This is an optimization exercise on Yosys and OpenROAD, whose aim is small area, a short achievable clock period and few clock cycles, not a production implementation.
Function was checked by simulation only, so behaviour that the tests miss may differ from the original.

==> flow/design.v <==
`timescale 1ns/1ps
package tl_bios_pkg;
    localparam int XLEN   = 32;          
    localparam int STRB_W = XLEN / 8;    
    localparam int SID_W  = 2;           
    localparam int ADDR_W = 32;
    localparam int BIOS_BYTES = 128;
    localparam int MEM_IDX_W  = $clog2(BIOS_BYTES);   
    localparam logic [8*BIOS_BYTES-1:0] BIOS_IMAGE = {
        256'h3cc3a55ace8a4602fdb97531e0ac6824df9b5713f0e1d2c3b4a5968778695a4b,
        256'h3c2d1e0f1032547698badcfeefcdab8967452301ffeeddccbbaa998877665544,
        256'h332211000a0d796461657220534f494200c3f2eb10cd0007bb0eb40974c008ac,
        256'haa5590feeb0012e87c40be10cd0003b8fcfb7c00bcc08ed88ec031f000e05bea
    };
    localparam logic [2:0] OP_GET      = 3'd4;
    localparam logic [2:0] OP_PUT_FULL = 3'd0;
    localparam logic [2:0] OP_ACK      = 3'd0;
    localparam logic [2:0] OP_ACK_DATA = 3'd1;
    localparam logic [2:0] SIZE_BYTE = 3'd0;
    localparam logic [2:0] SIZE_HALF = 3'd1;
    localparam logic [2:0] SIZE_WORD = 3'd2;
endpackage
`timescale 1ns/1ps
import tl_bios_pkg::*;
module tl_ul_bios (
    input  logic                              clk,
    input  logic                              reset,
    input  logic                              a_valid,
    output logic                              a_ready,
    input  logic [2:0]                        a_opcode,
    input  logic [2:0]                        a_size,
    input  logic [tl_bios_pkg::SID_W-1:0]     a_source,
    input  logic [tl_bios_pkg::ADDR_W-1:0]    a_address,
    input  logic [tl_bios_pkg::STRB_W-1:0]    a_mask,
    input  logic [tl_bios_pkg::XLEN-1:0]      a_data,
    output logic                              d_valid,
    input  logic                              d_ready,
    output logic [2:0]                        d_opcode,
    output logic [2:0]                        d_size,
    output logic [tl_bios_pkg::SID_W-1:0]     d_source,
    output logic [tl_bios_pkg::XLEN-1:0]      d_data,
    output logic                              d_denied
);
    localparam int WORDS = BIOS_BYTES / 4;
    typedef struct packed {
        logic [4:0]      idx;       
        logic [1:0]      lane;      
        logic [2:0]      size;      
        logic [1:0]      source;    
        logic            ack_data;  
        logic            denied;
        logic            rd;        
        logic            half;      
        logic            word;      
        logic [3:0]      wbe;       
        logic [XLEN-1:0] wdata;     
    } req_t;
    logic        is_get, is_put;
    logic        bad_size, misaligned, past_end, bad_mask, deny;
    logic [3:0]  lanes;
    logic [1:0]  a_lane;
    req_t        a_req;
    assign a_lane = a_address[1:0];
    assign is_get = (a_opcode == OP_GET);
    assign is_put = (a_opcode == OP_PUT_FULL);
    assign bad_size = (a_size > SIZE_WORD);
    assign past_end = |a_address[ADDR_W-1:MEM_IDX_W];
    always_comb begin
        case (a_size)
            SIZE_HALF: misaligned = a_lane[0];
            SIZE_WORD: misaligned = |a_lane;
            default:   misaligned = 1'b0;
        endcase
    end
    always_comb begin
        case (a_size[1:0])
            2'd0:    lanes = 4'b0001 << a_lane;
            2'd1:    lanes = a_lane[1] ? 4'b1100 : 4'b0011;
            default: lanes = 4'b1111;
        endcase
    end
    assign bad_mask = is_put && (a_mask != lanes);
    assign deny     = (!is_get && !is_put) | bad_size | misaligned | past_end | bad_mask;
    always_comb begin
        a_req.idx      = a_address[MEM_IDX_W-1:2];
        a_req.lane     = a_lane;
        a_req.size     = a_size;
        a_req.source   = a_source;
        a_req.ack_data = !is_put;
        a_req.denied   = deny;
        a_req.rd       = is_get && !deny;
        a_req.half     = (a_size[1:0] == 2'd1);
        a_req.word     = a_size[1];
        a_req.wbe      = (is_put && !deny) ? lanes : 4'b0000;
        a_req.wdata[7:0]   = a_data[7:0];
        a_req.wdata[15:8]  = a_lane[0] ? a_data[7:0] : a_data[15:8];
        a_req.wdata[23:16] = a_lane[1] ? a_data[7:0] : a_data[23:16];
        a_req.wdata[31:24] = a_lane[0] ? a_data[7:0] :
                             a_lane[1] ? a_data[15:8] : a_data[31:24];
    end
    req_t  s0, s1, s1_d;
    req_t  s1_n;                 
    logic [WORDS-1:0] sel_lo, sel_hi, sel_lo_d, sel_hi_d;
    logic [WORDS-1:0] wsel, wsel_d;
    logic  s1_new;       
    logic  s0_v, s1_v;
    logic  accept;
    logic  d_load;       
    logic  s1_free;      
    assign accept  = a_valid & a_ready;
    assign d_load  = ~d_valid | d_ready;
    assign s1_free = ~s1_v | d_load;
    always_ff @(posedge clk or posedge reset) begin
        if (reset) begin
            s0_v    <= 1'b0;
            s1_v    <= 1'b0;
            s1_new  <= 1'b0;
            a_ready <= 1'b0;
        end else begin
            s1_new <= s1_free & (s0_v | accept);
            if (s1_free) begin
                s1_v <= s0_v | accept;
            end
            if (s0_v) begin
                s0_v    <= ~s1_free;
                a_ready <= s1_free;
            end else begin
                s0_v    <= accept & ~s1_free;
                a_ready <= ~(accept & ~s1_free);
            end
        end
    end
    always_comb begin
        s1_d = s0_v ? s0 : a_req;
        s1_n = s1_free ? s1_d : s1;
        for (int w = 0; w < WORDS; w++) begin
            wsel_d[w]   = (s1_d.idx == 5'(w));
            sel_lo_d[w] = (s1_n.idx == 5'(w)) & s1_n.rd & (~s1_n.lane[1] | s1_n.word);
            sel_hi_d[w] = (s1_n.idx == 5'(w)) & s1_n.rd & (s1_n.lane[1] | s1_n.word);
        end
    end
    always_ff @(posedge clk) begin
        if (!s0_v) begin
            s0 <= a_req;
        end
        if (s1_free) begin
            s1 <= s1_d;
        end
    end
    always_ff @(posedge clk) begin
        wsel   <= wsel_d;
        sel_lo <= sel_lo_d;
        sel_hi <= sel_hi_d;
    end
    logic [WORDS-1:0][XLEN-1:0] mem;
    logic             mload;             
    logic [3:0]       wbe_now;           
    logic [XLEN-1:0]  wd_one, wd_zero;   
    logic [XLEN-1:0]  rword;
    always_ff @(posedge clk) begin
        mload <= reset;
    end
    assign wd_one  = s0.wdata | {XLEN{mload}};
    assign wd_zero = s0.wdata & ~{XLEN{mload}};
    assign wbe_now = s0.wbe & {4{s1_new}};
    for (genvar w = 0; w < WORDS; w++) begin : g_word
        for (genvar b = 0; b < STRB_W; b++) begin : g_byte
            logic we;
            assign we = mload | (wsel[w] & wbe_now[b]);
            for (genvar i = 0; i < 8; i++) begin : g_bit
                localparam logic IMG = BIOS_IMAGE[32*w + 8*b + i];
                always_ff @(posedge clk) begin
                    if (we) begin
                        mem[w][8*b + i] <= IMG ? wd_one[8*b + i] : wd_zero[8*b + i];
                    end
                end
            end
        end
    end
    always_comb begin
        rword = '0;
        for (int w = 0; w < WORDS; w++) begin
            rword[15:0]  = rword[15:0]  | (mem[w][15:0]  & {16{sel_lo[w]}});
            rword[31:16] = rword[31:16] | (mem[w][31:16] & {16{sel_hi[w]}});
        end
    end
    logic [XLEN-1:0] rdata;
    always_comb begin
        rdata[7:0]   = s1.lane[0] ? (rword[15:8] | rword[31:24]) :
                                    (rword[7:0]  | (rword[23:16] & {8{~s1.word}}));
        rdata[15:8]  = s1.word ? rword[15:8] :
                       s1.half ? (rword[15:8] | rword[31:24]) : 8'h00;
        rdata[31:16] = s1.word ? rword[31:16] : 16'h0000;
    end
    assign d_opcode[2:1] = 2'b00;
    always_ff @(posedge clk or posedge reset) begin
        if (reset) begin
            d_valid <= 1'b0;
        end else if (d_load) begin
            d_valid <= s1_v;
        end
    end
    always_ff @(posedge clk or posedge reset) begin
        if (reset) begin
            d_opcode[0] <= 1'b0;
            d_size      <= '0;
            d_source    <= '0;
            d_denied    <= 1'b0;
            d_data      <= '0;
        end else if (d_load) begin
            d_opcode[0] <= s1.ack_data;
            d_size   <= s1.size;
            d_source <= s1.source;
            d_denied <= s1.denied;
            d_data   <= rdata;
        end
    end
endmodule
export LEC_CHECK = 0
export CAP_MARGIN = 20
export CORE_MARGIN = 2
export CORE_UTILIZATION = 60
export CTS_CLUSTER_DIAMETER = 100
export CTS_CLUSTER_SIZE = 30
export SETUP_SLACK_MARGIN = 3.1
export SLEW_MARGIN = 20
create_clock -name core_clock -period 5.5 [get_ports {clk}]
standard.sh (not shown) runs the stock make flow with config.mk's settings and CLKGATE_MAP_FILE= SYNTH_SCRIPT=/design/flow/synth_recipe.tcl, a recipe that flattens the netlist after the stock synthesis.
==> flow/flow/run.sh <==
#!/bin/bash
# Standard layout, except that sizing may swap a cell for one of another
# footprint and the port buffers are buf_2 instead of the smallest buffer.
set -euo pipefail
bash standard.sh synth > flow_synth.log 2>&1
bash standard.sh MATCH_CELL_FOOTPRINT=0 "BUFFER_PORTS_ARGS=-buffer_cell sky130_fd_sc_hd__buf_2" finish > flow_layout.log 2>&1
Testbench counts at the start, summed over its fixed seeds: cycles 16,024.
Then changed:
--- a/flow/design.v
+++ b/flow/design.v
@@ -49,9 +49,5 @@
         logic [1:0]      source;    
         logic            ack_data;  
-        logic            denied;
-        logic            rd;        
-        logic            half;      
-        logic            word;      
-        logic [3:0]      wbe;       
+        logic            denied;    
         logic [XLEN-1:0] wdata;     
     } req_t;
@@ -89,8 +85,4 @@
         a_req.ack_data = !is_put;
         a_req.denied   = deny;
-        a_req.rd       = is_get && !deny;
-        a_req.half     = (a_size[1:0] == 2'd1);
-        a_req.word     = a_size[1];
-        a_req.wbe      = (is_put && !deny) ? lanes : 4'b0000;
         a_req.wdata[7:0]   = a_data[7:0];
         a_req.wdata[15:8]  = a_lane[0] ? a_data[7:0] : a_data[15:8];
@@ -101,6 +93,7 @@
     req_t  s0, s1, s1_d;
     req_t  s1_n;                 
+    logic  s1_n_rd;              
     logic [WORDS-1:0] sel_lo, sel_hi, sel_lo_d, sel_hi_d;
-    logic [WORDS-1:0] wsel, wsel_d;
+    logic [WORDS-1:0] wsel_n, wsel_n_d;
     logic  s1_new;       
     logic  s0_v, s1_v;
@@ -134,8 +127,9 @@
         s1_d = s0_v ? s0 : a_req;
         s1_n = s1_free ? s1_d : s1;
+        s1_n_rd = s1_n.ack_data & ~s1_n.denied;
         for (int w = 0; w < WORDS; w++) begin
-            wsel_d[w]   = (s1_d.idx == 5'(w));
-            sel_lo_d[w] = (s1_n.idx == 5'(w)) & s1_n.rd & (~s1_n.lane[1] | s1_n.word);
-            sel_hi_d[w] = (s1_n.idx == 5'(w)) & s1_n.rd & (s1_n.lane[1] | s1_n.word);
+            wsel_n_d[w] = ~((s1_d.idx == 5'(w)) | reset);
+            sel_lo_d[w] = (s1_n.idx == 5'(w)) & s1_n_rd & (~s1_n.lane[1] | s1_n.size[1]);
+            sel_hi_d[w] = (s1_n.idx == 5'(w)) & s1_n_rd & (s1_n.lane[1] | s1_n.size[1]);
         end
     end
@@ -149,5 +143,5 @@
     end
     always_ff @(posedge clk) begin
-        wsel   <= wsel_d;
+        wsel_n <= wsel_n_d;
         sel_lo <= sel_lo_d;
         sel_hi <= sel_hi_d;
@@ -155,5 +149,6 @@
     logic [WORDS-1:0][XLEN-1:0] mem;
     logic             mload;             
-    logic [3:0]       wbe_now;           
+    logic [3:0]       s0_lanes;
+    logic [3:0]       wbe_now_n;         
     logic [XLEN-1:0]  wd_one, wd_zero;   
     logic [XLEN-1:0]  rword;
@@ -163,9 +158,16 @@
     assign wd_one  = s0.wdata | {XLEN{mload}};
     assign wd_zero = s0.wdata & ~{XLEN{mload}};
-    assign wbe_now = s0.wbe & {4{s1_new}};
+    always_comb begin
+        case (s0.size[1:0])
+            2'd0:    s0_lanes = 4'b0001 << s0.lane;
+            2'd1:    s0_lanes = s0.lane[1] ? 4'b1100 : 4'b0011;
+            default: s0_lanes = 4'b1111;
+        endcase
+    end
+    assign wbe_now_n = ~((s0_lanes & {4{s1_new & ~s0.ack_data & ~s0.denied}}) | {4{mload}});
     for (genvar w = 0; w < WORDS; w++) begin : g_word
         for (genvar b = 0; b < STRB_W; b++) begin : g_byte
             logic we;
-            assign we = mload | (wsel[w] & wbe_now[b]);
+            assign we = ~(wsel_n[w] | wbe_now_n[b]);
             for (genvar i = 0; i < 8; i++) begin : g_bit
                 localparam logic IMG = BIOS_IMAGE[32*w + 8*b + i];
@@ -188,8 +190,8 @@
     always_comb begin
         rdata[7:0]   = s1.lane[0] ? (rword[15:8] | rword[31:24]) :
-                                    (rword[7:0]  | (rword[23:16] & {8{~s1.word}}));
-        rdata[15:8]  = s1.word ? rword[15:8] :
-                       s1.half ? (rword[15:8] | rword[31:24]) : 8'h00;
-        rdata[31:16] = s1.word ? rword[31:16] : 16'h0000;
+                                    (rword[7:0]  | (rword[23:16] & {8{~s1.size[1]}}));
+        rdata[15:8]  = s1.size[1] ? rword[15:8] :
+                       s1.size[0] ? (rword[15:8] | rword[31:24]) : 8'h00;
+        rdata[31:16] = s1.size[1] ? rword[31:16] : 16'h0000;
     end
     assign d_opcode[2:1] = 2'b00;
Result: The new run finished with timing, DRC and antenna clean. Worst setup slack degrades by 0.079 ns. Utilization grows by 1.5 points. Count of clock-buffer cells in the layout drops by 1. Cell area increases by about 0.37%. Non-clock buffer count went up by 76.
Testbench counts after the change, summed over its fixed seeds: cycles 16,024.

[re-timing with driven ports]
Ports are ideal in the flow. The routed layouts listed here were re-timed in OpenROAD. Step 1 assumes that a clkbuf_16 drives the clock port and a buf_2 every other input. Step 2, shift: input delay + t, output delay - t, t = (earliest + latest rising clock arrival at the registers) / 2. This alone moves slack from input paths to output paths. Three values: ideal, step 1, step 2; two values: the first two.
| run | shift t [ns] | setup WS [ns] | worst setup path after step 2 |
|---|---|---|---|
| the first run | 0.720 | 3.092 / 3.021 / 2.551 | input to register |
| the second run | 0.719 | 3.014 / 3.014 / 2.468 | input to register |
After both steps setup and hold are still met in every run listed. For the second run, which loses most, drivers alone change the setup slack by 0.000 ns; drivers and shift together by -0.546 ns.
